From an optimization exercise on the open Yosys and OpenROAD flow, aimed at small area; shortcuts taken in it are not production practice.
Function was checked by simulation only, so behaviour that the tests miss may differ from the original.
Power and IR drop assume default switching activity.

==> design.v <==
`default_nettype none
package lsq_pkg;
    localparam int addr_w = 32;
    localparam int data_w = 32;
    localparam int op_w = 3;
    localparam logic [op_w-1:0] op_none  = 3'd0;
    localparam logic [op_w-1:0] op_load  = 3'd1;
    localparam logic [op_w-1:0] op_store = 3'd2;
    localparam int size_w = 2;
    localparam logic [size_w-1:0] size_byte = 2'd0;
    localparam logic [size_w-1:0] size_half = 2'd1;
    localparam int mshr_idx_w   = 3;
    localparam int bank_meta_w  = 1 + mshr_idx_w;
    localparam int meta_rdy_bit = 0;
    localparam int meta_idx_lsb = 1;
    localparam int line_w = addr_w - 3;
    typedef union packed {
        logic [2*bank_meta_w-1:0]      raw;
        logic [1:0][bank_meta_w-1:0]   banks;
    } lsq_meta_u;
endpackage
`default_nettype wire
`timescale 1ns/1ns
`default_nettype none
module qnm #(
    parameter int n_width  = 8,
    parameter int m_width  = 8,
    parameter int q_length = 8
) (
    input  wire                         clk,
    input  wire                         arst_n,
    input  wire                         wr,
    input  wire                         rd,
    input  wire  [n_width-1:0]          n_din,
    input  wire  [m_width-1:0]          m_din,
    input  wire  [q_length-1:0]         modify_vector,
    input  wire  [m_width*q_length-1:0] new_m_vector,
    output logic [n_width+m_width-1:0]  dout,
    output logic [m_width*q_length-1:0] old_m_vector,
    output logic                        full,
    output logic                        empty
);
    localparam int ptr_w = (q_length > 1) ? $clog2(q_length) : 1;
    localparam int cnt_w = $clog2(q_length + 1);
    logic [n_width-1:0] payload_mem [q_length];
    logic [m_width-1:0] meta_mem [q_length];
    logic [ptr_w-1:0] wr_ptr;
    logic [ptr_w-1:0] rd_ptr;
    logic [cnt_w-1:0] count;
    logic             do_push;
    logic             do_pop;
    function automatic logic [ptr_w-1:0] ptr_inc(input logic [ptr_w-1:0] p);
        if (p == ptr_w'(q_length - 1)) begin
            ptr_inc = '0;
        end else begin
            ptr_inc = p + 1'b1;
        end
    endfunction
    assign full  = (count == cnt_w'(q_length));
    assign empty = (count == '0);
    assign do_push = wr && !full;
    assign do_pop  = rd && !empty;
    always_ff @(posedge clk or negedge arst_n) begin
        if (!arst_n) begin
            wr_ptr <= '0;
            rd_ptr <= '0;
            count  <= '0;
        end else begin
            if (do_push) begin
                wr_ptr <= ptr_inc(wr_ptr);
            end
            if (do_pop) begin
                rd_ptr <= ptr_inc(rd_ptr);
            end
            case ({do_push, do_pop})
                2'b10:   count <= count + cnt_w'(1);
                2'b01:   count <= count - cnt_w'(1);
                default: count <= count;
            endcase
        end
    end
    always_ff @(posedge clk) begin
        if (do_push) begin
            payload_mem[wr_ptr] <= n_din;
        end
    end
    for (genvar i = 0; i < q_length; i++) begin : g_meta
        always_ff @(posedge clk) begin
            if (do_push && wr_ptr == ptr_w'(i)) begin
                meta_mem[i] <= m_din;
            end else if (modify_vector[i]) begin
                meta_mem[i] <= new_m_vector[i*m_width +: m_width];
            end
        end
        assign old_m_vector[i*m_width +: m_width] = meta_mem[i];
    end
    assign dout = {payload_mem[rd_ptr], meta_mem[rd_ptr]};
endmodule
`default_nettype wire
`timescale 1ns/1ns
`default_nettype none
import lsq_pkg::*;
module cache_bank #(
    parameter int fill_latency = 6,
    parameter int bank_lines   = 16
) (
    input  wire                    clk,
    input  wire                    arst_n,
    input  wire                    lookup,
    input  wire  [line_w-1:0]      line_addr,
    output logic                   hit,
    output logic [mshr_idx_w-1:0]  mshr_wr_idx,
    output logic                   fin,
    output logic [mshr_idx_w-1:0]  fin_idx
);
    localparam int idx_w  = $clog2(bank_lines);
    localparam int ctag_w = line_w - idx_w;
    localparam int n_mshr = 1 << mshr_idx_w;
    localparam int cnt_w  = $clog2(fill_latency + 1);
    logic [ctag_w-1:0]     tag_mem [bank_lines];
    logic [bank_lines-1:0] line_valid;
    logic [n_mshr-1:0] mshr_busy;
    logic [line_w-1:0] mshr_line [n_mshr];
    logic [cnt_w-1:0]  mshr_cnt [n_mshr];
    logic [n_mshr-1:0] mshr_done;
    logic [idx_w-1:0]  look_idx;
    logic [ctag_w-1:0] look_tag;
    logic [idx_w-1:0]  fill_idx;
    logic              miss;
    logic              have_free;
    assign look_idx = line_addr[idx_w-1:0];
    assign look_tag = line_addr[line_w-1:idx_w];
    assign hit  = lookup && line_valid[look_idx] && (tag_mem[look_idx] == look_tag);
    assign miss = lookup && !hit;
    always_comb begin
        mshr_wr_idx = '0;
        have_free   = 1'b0;
        for (int i = n_mshr - 1; i >= 0; i--) begin
            if (!mshr_busy[i]) begin
                mshr_wr_idx = mshr_idx_w'(i);
                have_free   = 1'b1;
            end
        end
    end
    always_comb begin
        fin     = 1'b0;
        fin_idx = '0;
        for (int i = n_mshr - 1; i >= 0; i--) begin
            mshr_done[i] = mshr_busy[i] && (mshr_cnt[i] == '0);
            if (mshr_done[i]) begin
                fin     = 1'b1;
                fin_idx = mshr_idx_w'(i);
            end
        end
    end
    assign fill_idx = mshr_line[fin_idx][idx_w-1:0];
    always_ff @(posedge clk or negedge arst_n) begin
        if (!arst_n) begin
            mshr_busy  <= '0;
            line_valid <= '0;
            for (int i = 0; i < n_mshr; i++) begin
                mshr_cnt[i] <= '0;
            end
        end else begin
            for (int i = 0; i < n_mshr; i++) begin
                if (fin && fin_idx == mshr_idx_w'(i)) begin
                    mshr_busy[i] <= 1'b0;
                end else if (miss && have_free && mshr_wr_idx == mshr_idx_w'(i)) begin
                    mshr_busy[i] <= 1'b1;
                    mshr_cnt[i]  <= cnt_w'(fill_latency);
                end else if (mshr_busy[i] && mshr_cnt[i] != '0) begin
                    mshr_cnt[i] <= mshr_cnt[i] - cnt_w'(1);
                end
            end
            if (fin) begin
                line_valid[fill_idx] <= 1'b1;
            end
        end
    end
    always_ff @(posedge clk) begin
        if (miss && have_free) begin
            mshr_line[mshr_wr_idx] <= line_addr;
        end
        if (fin) begin
            tag_mem[fill_idx] <= mshr_line[fin_idx][line_w-1:idx_w];
        end
    end
endmodule
`default_nettype wire
`timescale 1ns/1ns
`default_nettype none
import lsq_pkg::*;
module lsq #(
    parameter int q_length = 8,
    parameter int tag_bits = 6,
    parameter int rob_bits = 6
) (
    input  wire                   clk,
    input  wire                   arst_n,
    input  wire                   alloc,
    input  wire                   dealloc,
    input  wire  [op_w-1:0]       operation_in,
    input  wire  [addr_w-1:0]     addr_in,
    input  wire  [data_w-1:0]     data_in,
    input  wire  [size_w-1:0]     size_in,
    input  wire  [tag_bits-1:0]   ooo_tag_in,
    input  wire  [rob_bits-1:0]   ooo_rob_in,
    input  wire                   hit_even,
    input  wire                   hit_odd,
    input  wire  [mshr_idx_w-1:0] mshr_wr_idx_even,
    input  wire  [mshr_idx_w-1:0] mshr_wr_idx_odd,
    input  wire                   mshr_fin_even,
    input  wire  [mshr_idx_w-1:0] mshr_fin_idx_even,
    input  wire                   mshr_fin_odd,
    input  wire  [mshr_idx_w-1:0] mshr_fin_idx_odd,
    output logic [op_w-1:0]       operation_out,
    output logic [addr_w-1:0]     addr_out,
    output logic [data_w-1:0]     data_out,
    output logic [size_w-1:0]     size_out,
    output logic [tag_bits-1:0]   ooo_tag_out,
    output logic [rob_bits-1:0]   ooo_rob_out,
    output logic                  valid_out,
    output logic                  lsq_full
);
    localparam int n_w = op_w + addr_w + data_w + size_w + tag_bits + rob_bits;
    localparam int m_w = 2 * bank_meta_w;
    lsq_pkg::lsq_meta_u                    meta_in;
    lsq_pkg::lsq_meta_u                    head_meta;
    logic [n_w+m_w-1:0]           q_dout;
    logic [n_w-1:0]               head_payload;
    logic [m_w*q_length-1:0]      old_m_vector;
    logic [m_w*q_length-1:0]      new_m_vector;
    logic [q_length-1:0]          modify_vector;
    logic                         q_empty;
    logic [1:0]                   bank_hit;
    logic [1:0]                   bank_fin;
    logic [1:0][mshr_idx_w-1:0]   bank_wr_idx;
    logic [1:0][mshr_idx_w-1:0]   bank_fin_idx;
    assign bank_hit     = {hit_odd, hit_even};
    assign bank_fin     = {mshr_fin_odd, mshr_fin_even};
    assign bank_wr_idx  = {mshr_wr_idx_odd, mshr_wr_idx_even};
    assign bank_fin_idx = {mshr_fin_idx_odd, mshr_fin_idx_even};
    always_comb begin
        for (int b = 0; b < 2; b++) begin
            meta_in.banks[b][meta_rdy_bit] = bank_hit[b] ||
                (bank_fin[b] && bank_fin_idx[b] == bank_wr_idx[b]);
            meta_in.banks[b][bank_meta_w-1:meta_idx_lsb] = bank_wr_idx[b];
        end
    end
    qnm #(
        .n_width  (n_w),
        .m_width  (m_w),
        .q_length (q_length)
    ) u_qnm (
        .clk           (clk),
        .arst_n        (arst_n),
        .wr            (alloc),
        .rd            (dealloc),
        .n_din         ({operation_in, addr_in, data_in, size_in, ooo_tag_in, ooo_rob_in}),
        .m_din         (meta_in.raw),
        .modify_vector (modify_vector),
        .new_m_vector  (new_m_vector),
        .dout          (q_dout),
        .old_m_vector  (old_m_vector),
        .full          (lsq_full),
        .empty         (q_empty)
    );
    for (genvar i = 0; i < q_length; i++) begin : g_slot
        lsq_pkg::lsq_meta_u  cur_meta;
        lsq_pkg::lsq_meta_u  nxt_meta;
        logic [1:0] fin_match;
        always_comb begin
            cur_meta.raw = old_m_vector[i*m_w +: m_w];
            nxt_meta     = cur_meta;
            for (int b = 0; b < 2; b++) begin
                fin_match[b] = !cur_meta.banks[b][meta_rdy_bit] && bank_fin[b] &&
                    (cur_meta.banks[b][bank_meta_w-1:meta_idx_lsb] == bank_fin_idx[b]);
                if (fin_match[b]) begin
                    nxt_meta.banks[b][meta_rdy_bit] = 1'b1;
                end
            end
        end
        assign modify_vector[i]             = |fin_match;
        assign new_m_vector[i*m_w +: m_w]   = nxt_meta.raw;
    end
    assign head_payload = q_dout[n_w+m_w-1:m_w];
    assign head_meta    = q_dout[m_w-1:0];
    assign {operation_out, addr_out, data_out, size_out, ooo_tag_out, ooo_rob_out} =
        head_payload;
    assign valid_out = !q_empty && head_meta.banks[0][meta_rdy_bit] &&
        head_meta.banks[1][meta_rdy_bit];
endmodule
`default_nettype wire
`timescale 1ns/1ns
`default_nettype none
import lsq_pkg::*;
module lsq_subsystem #(
    parameter int q_length     = 8,
    parameter int tag_bits     = 6,
    parameter int rob_bits     = 6,
    parameter int fill_latency = 6,
    parameter int bank_lines   = 16
) (
    input  wire                  clk,
    input  wire                  arst_n,
    input  wire                  alloc,
    input  wire  [op_w-1:0]      operation_in,
    input  wire  [addr_w-1:0]    addr_in,
    input  wire  [data_w-1:0]    data_in,
    input  wire  [size_w-1:0]    size_in,
    input  wire  [tag_bits-1:0]  ooo_tag_in,
    input  wire  [rob_bits-1:0]  ooo_rob_in,
    input  wire                  dealloc,
    output logic                 valid_out,
    output logic                 lsq_full,
    output logic [op_w-1:0]      operation_out,
    output logic [addr_w-1:0]    addr_out,
    output logic [data_w-1:0]    data_out,
    output logic [size_w-1:0]    size_out,
    output logic [tag_bits-1:0]  ooo_tag_out,
    output logic [rob_bits-1:0]  ooo_rob_out
);
    logic [2:0]            byte_cnt;
    logic [2:0]            last_off;
    logic                  first_odd;
    logic                  split;
    logic                  touch_even;
    logic                  touch_odd;
    logic                  do_lookup;
    logic [line_w-1:0]     line_even;
    logic [line_w-1:0]     line_odd;
    logic                  bank_hit_even;
    logic                  bank_hit_odd;
    logic [mshr_idx_w-1:0] wr_idx_even;
    logic [mshr_idx_w-1:0] wr_idx_odd;
    logic                  fin_even;
    logic                  fin_odd;
    logic [mshr_idx_w-1:0] fin_idx_even;
    logic [mshr_idx_w-1:0] fin_idx_odd;
    always_comb begin
        case (size_in)
            size_byte: byte_cnt = 3'd1;
            size_half: byte_cnt = 3'd2;
            default:   byte_cnt = 3'd4;
        endcase
    end
    assign last_off   = {1'b0, addr_in[1:0]} + byte_cnt - 3'd1;
    assign split      = (last_off > 3'd3);
    assign first_odd  = addr_in[2];
    assign touch_even = !first_odd || split;
    assign touch_odd  = first_odd || split;
    assign line_odd  = addr_in[addr_w-1:3];
    assign line_even = first_odd ? addr_in[addr_w-1:3] + 1'b1 : addr_in[addr_w-1:3];
    assign do_lookup = alloc && !lsq_full;
    cache_bank #(
        .fill_latency (fill_latency),
        .bank_lines   (bank_lines)
    ) u_bank_even (
        .clk         (clk),
        .arst_n      (arst_n),
        .lookup      (do_lookup && touch_even),
        .line_addr   (line_even),
        .hit         (bank_hit_even),
        .mshr_wr_idx (wr_idx_even),
        .fin         (fin_even),
        .fin_idx     (fin_idx_even)
    );
    cache_bank #(
        .fill_latency (fill_latency),
        .bank_lines   (bank_lines)
    ) u_bank_odd (
        .clk         (clk),
        .arst_n      (arst_n),
        .lookup      (do_lookup && touch_odd),
        .line_addr   (line_odd),
        .hit         (bank_hit_odd),
        .mshr_wr_idx (wr_idx_odd),
        .fin         (fin_odd),
        .fin_idx     (fin_idx_odd)
    );
    lsq #(
        .q_length (q_length),
        .tag_bits (tag_bits),
        .rob_bits (rob_bits)
    ) u_lsq (
        .clk               (clk),
        .arst_n            (arst_n),
        .alloc             (alloc),
        .dealloc           (dealloc),
        .operation_in      (operation_in),
        .addr_in           (addr_in),
        .data_in           (data_in),
        .size_in           (size_in),
        .ooo_tag_in        (ooo_tag_in),
        .ooo_rob_in        (ooo_rob_in),
        .hit_even          (bank_hit_even || !touch_even),
        .hit_odd           (bank_hit_odd || !touch_odd),
        .mshr_wr_idx_even  (wr_idx_even),
        .mshr_wr_idx_odd   (wr_idx_odd),
        .mshr_fin_even     (fin_even),
        .mshr_fin_idx_even (fin_idx_even),
        .mshr_fin_odd      (fin_odd),
        .mshr_fin_idx_odd  (fin_idx_odd),
        .operation_out     (operation_out),
        .addr_out          (addr_out),
        .data_out          (data_out),
        .size_out          (size_out),
        .ooo_tag_out       (ooo_tag_out),
        .ooo_rob_out       (ooo_rob_out),
        .valid_out         (valid_out),
        .lsq_full          (lsq_full)
    );
endmodule
`default_nettype wire
==> run.sh <==
#!/bin/bash
# synth_recipe.tcl (not shown) runs the flow's synth.tcl, then flattens the netlist and writes it again
# the make line also repeats each setting of config.mk as NAME=value (left out here)
make -C /OpenROAD-flow-scripts/flow DESIGN_CONFIG=/design/flow/config.mk WORK_HOME=/design/flow/orfs CLKGATE_MAP_FILE= SYNTH_SCRIPT=/design/flow/synth_recipe.tcl finish
==> config.mk <==
export PLATFORM = sky130hd
export DESIGN_NAME = lsq_subsystem
export DESIGN_NICKNAME = lsq_subsystem
export VERILOG_FILES = /design/flow/design.v
export SDC_FILE = /design/flow/constraint.sdc
export NUM_CORES = 4
export LEC_CHECK = 0
export CAP_MARGIN = 20
export CORE_MARGIN = 2
export CORE_UTILIZATION = 40
export PLACE_DENSITY = 0.6
export SLEW_MARGIN = 20
==> constraint.sdc <==
create_clock -name core_clock -period 6.0 [get_ports {clk}]
set_input_delay 1.2000 -clock core_clock [delete_from_list [all_inputs] [get_ports {clk}]]
set_output_delay 1.2000 -clock core_clock [all_outputs]
set_load 0.01 [all_outputs]
==> results.toml <==
[logic_synthesis]
ys_warn_count = 6
syn_area_per_cell_um2 = 16.5
synth_area_leader_cell = "edfxtp_1"
synth_area_leaders = "edfxtp_1 69%, mux4_2 9.3%, mux2i_1 3.2%"
ys_ff_latch = 2082
synth-edff-count = 1976
synth_area_um2 = 86400
ys_seq_area_frac = 0.717
synthDistinctLibCells = 93
synthFlopType = "edfxtp_1"
synth_top_area_share = 0.687
ys_async_sr_fraction = 0.0509
synthCells = 5228
syn_nets = 5371

[global_routing]
grt.total_usage = 0.198
grt-ovfl-total = 0
antenna_found_initial = 13
grt_pass1_wl_mm = 323
grt_max_degree = 91
grt_pass1_vias = 48600

[routing]
vias = 48200
dr.pass1.iters = 7
drt-total-wl_mm = 220
routed_via_density = 5.58
ant_nets = 0
drc_errors = 0
dr_wl_met2_mm = 107
routedWlPerCell_um = 25.4
top_layer = "met5"
drt_iter0_drc = 4574
wl_met3_mm = 14.5
wl_met1_mm = 91.8

[placed_design]
post_dp_cell_area_um2 = 93300
dp_worst_setup_slack_ns = 0.233
port_buffers = 167
hpwlAfterDp_mm = 130
dpl.cell_count = 8237
gp_congestion = 0.802

[critical_path]
reg2reg_depth = 11
cp_top_family = "buffers and inverters"
arrival_ns = 3.90
cpPeakStageDelay_ns = 0.70
reg2reg_setup_slack_ns = 1.03
critPathMaxFanout = 45
cp_slowest_cell = "dfrtp_4"
worstSetupPathType = "reg -> out"
worstSetupStartpointType = "flip-flop"
cp-end-kind = "output pin"
path_buf_inv = 4
crit_chain = "clkinv_2 -> buf_4 -> buf_4 -> nand2_1 -> nand2_1 -> clkdlybuf4s50_1"
critPathRequiredTime_ns = 4.80
cp.depth = 6

[floorplanning]
fp-row-count = 170
floorplan.io_pins = 168
die_h_um = 469
initial_core_util = 0.403
die_x_um = 469
coreArea_um2 = 215000
dieArea_um2 = 220000

[power_and_ir_drop]
ir_drop_mv = 0.447
p_per_area_nw_per_um2 = 578
p_leak_nw = 33.9
totalPowerFinal_mw = 57.9

[finish]
multi_input_area_um2 = 23200
fin_cells = 8630
drive_gt1_frac = 0.189
syn2layout_area_growth_pct = 16.0
ff_latch_area_um2 = 62000
finalNetCount = 5755
final_util = 0.467
postLayoutCellArea_um2 = 100000
nFillCells = 18000

[timing]
layout_min_cycle_time_ns = 5.10
clock_skew_ns = 0.0352
worst_pin_slew_ns = 1.11
slew_headroom = 0.261
final.setup.tns_ns = 0
holdWs_ns = 0.457
rsz0062_at_grt = "false"
fmax_mhz = 196
finalMaxSlewViolations = 0
setup_violations = 0
final.setup.worst_slack_ns = 0.903
hold_violations = 0
period_share = 0.850

[clocking]
post-cts-setup-buffer-count = 0
cts_tree = "done"
path_clk_slew_ns = 0.06
h-tree-depth = 4
numCtsBuffers = 209
clock-sinks = 2082
cts_resized = 0
postCtsHoldBufs = 0
cts_root_buf = "clkbuf_16"
clk_latency_ns = 0.86
cts_buffer_depth = 3

[hold_path]
hold_depth = 1
hold_path_class = "reg -> reg"

[flow_run]
drv_cap = 0

[status]
status = "no timing/DRC/antenna violations"
==> final timing paths <==
check | startpoint | end
setup / recovery | u_lsq.u_qnm.rd_ptr[2]$_DFFE_PN0P_ | addr_out[16]
hold / removal | u_bank_odd.line_valid[11]$_DFFE_PN0N_ | u_bank_odd.line_valid[11]$_DFFE_PN0N_
setup reg to reg | u_bank_even.mshr_cnt[0][0]$_DFFE_PN0P_ | u_bank_even.tag_mem[8][1]$_DFFE_PP_
hold reg to reg | u_bank_odd.line_valid[11]$_DFFE_PN0N_ | u_bank_odd.line_valid[11]$_DFFE_PN0N_
max in group asynchronous | arst_n | u_bank_odd.mshr_cnt[4][2]$_DFFE_PN0P_
min in group asynchronous | arst_n | u_bank_even.mshr_cnt[6][1]$_DFFE_PN0P_
==> area by class of cell <==
class	instances	area share
clock buffer	252	0.0546
tap	2838	0.0354
clock inverter	132	0.0138
sequential	2082	0.618
antenna	7	0.000175
inverter	106	0.00398
timing repair buffer	450	0.0422
multi-input combinational	2763	0.231
==> cells by family (layout without fill, tap and decap cells) <==
kind of cell | after synthesis | in the layout | synth area share
AO/OA/AOI/OAI | 592 | 592 | 0.0455
AND/OR/NAND/NOR | 1334 | 1334 | 0.0688
adder cells (fa/ha/maj) | 58 | 58 | 0.00849
buffers and inverters | 383 | 940 | 0.0195
XOR/XNOR | 132 | 132 | 0.0136
multiplexers | 647 | 647 | 0.127
flip-flops | 2082 | 2082 | 0.717
other | 0 | 7 | 0
==> per-layer routing <==
layer / up-vias / GRT usage
li1: 21200 / -
met1: 25100 / 0.265
met2: 1513 / 0.331
met3: 336 / 0.0315
met4: 8 / 0.0639
met5: - / 0
==> power by group <==
| part | internal (mW) | leakage [nW] | switching (mW) | total [mW] |
|---|---|---|---|---|
| registers | 22.6 | 19.1 | 1.17 | 23.7 |
| clock network | 7.56 | 3.35 | 5.50 | 13.1 |
| logic | 6.88 | 11.5 | 14.3 | 21.1 |
==> placed cells by master, fill, tap and decap left out, types with 13 or more instances in the layout <==
cell and instances:
a211oi_1 15, a21o_1 21, a21oi_1 110, a22oi_1 19
a31oi_1 15, buf_12 33, buf_4 252, bufinv_16 25
clkbuf_1 36, clkbuf_16 210, clkdlybuf4s50_1 161, clkinv_1 47
clkinv_2 37, dfrtp_1 103, edfxtp_1 1976, ha_1 56
inv_1 100, mux2_2 17, mux2i_1 274, mux4_2 355
nand2_1 700, nand2b_1 15, nand3_1 185, nand3b_1 16
nand4_1 29, nor2_1 173, nor2_4 37, nor2b_1 20
nor3_1 35, nor4_1 18, o211ai_1 80, o21ai_0 145
o22ai_1 13, o41ai_1 19, or2_2 15, xnor2_1 82
xor2_1 48
==> Yosys cell counts (15+ instances only) <==
cell and instances:
nor2_1 212, a31oi_1 15, xnor2_1 82, dfrtp_1 106, xor2_1 49, or2_2 15
nor4_1 19, o41ai_1 19, ha_1 57, clkbuf_1 145, nand3b_1 16, nand2b_1 16
mux4_2 355, nor2b_1 21, mux2i_1 275, o21ai_0 159, edfxtp_1 1976, nand3_1 186
nand2_1 701, buf_1 37, a21o_1 23, inv_1 101, a211oi_1 15, buf_4 30
a21oi_1 110, mux2_2 17, buf_2 57, o211ai_1 80, nand4_1 29, nor3_1 46
a22oi_1 19
==> sequential cells by signal, indices dropped and copies added, names as in the netlist, 4 cells and up <==
| register | count |
|---|---|
| u_bank_even.mshr_line | 232 |
| u_bank_even.mshr_cnt | 24 |
| u_bank_even.mshr_busy | 8 |
| u_bank_odd.mshr_cnt | 24 |
| u_bank_odd.tag_mem | 400 |
| u_bank_even.tag_mem | 400 |
| u_lsq.u_qnm.meta_mem | 64 |
| u_lsq.u_qnm.count | 4 |
| u_bank_odd.line_valid | 16 |
| u_bank_even.line_valid | 16 |
| u_lsq.u_qnm.payload_mem | 648 |
| u_bank_odd.mshr_line | 232 |
| u_bank_odd.mshr_busy | 8 |

==> separate check: timing with driven ports <==
Ports are ideal in the flow. The routed layout listed here was re-timed in OpenROAD.
Step 1 (the two cells are an assumption about what drives the block):
set clk [get_ports {clk}]
set_driving_cell -lib_cell sky130_fd_sc_hd__clkbuf_16 $clk
set_driving_cell -lib_cell sky130_fd_sc_hd__buf_2 [delete_from_list [all_inputs] $clk]
Step 2 adds t to the input delays and takes it off the output delays; t is the mean of the earliest and latest rising clock arrival at the registers after step 1. Input paths then give back, and output paths get back, about the clock's delay inside the block.
a / b / c = ideal / step 1 / step 2; a / b = the first two.
shift t [ns]: 0.929
setup WS [ns]: 0.903 / 0.819 / 0.244
slew at the worst register clock pin (ns): 0.07 / 0.07
After both steps setup and hold are still met in this run. For this run, drivers alone change the setup slack by -0.084 ns; drivers and shift together by -0.659 ns.
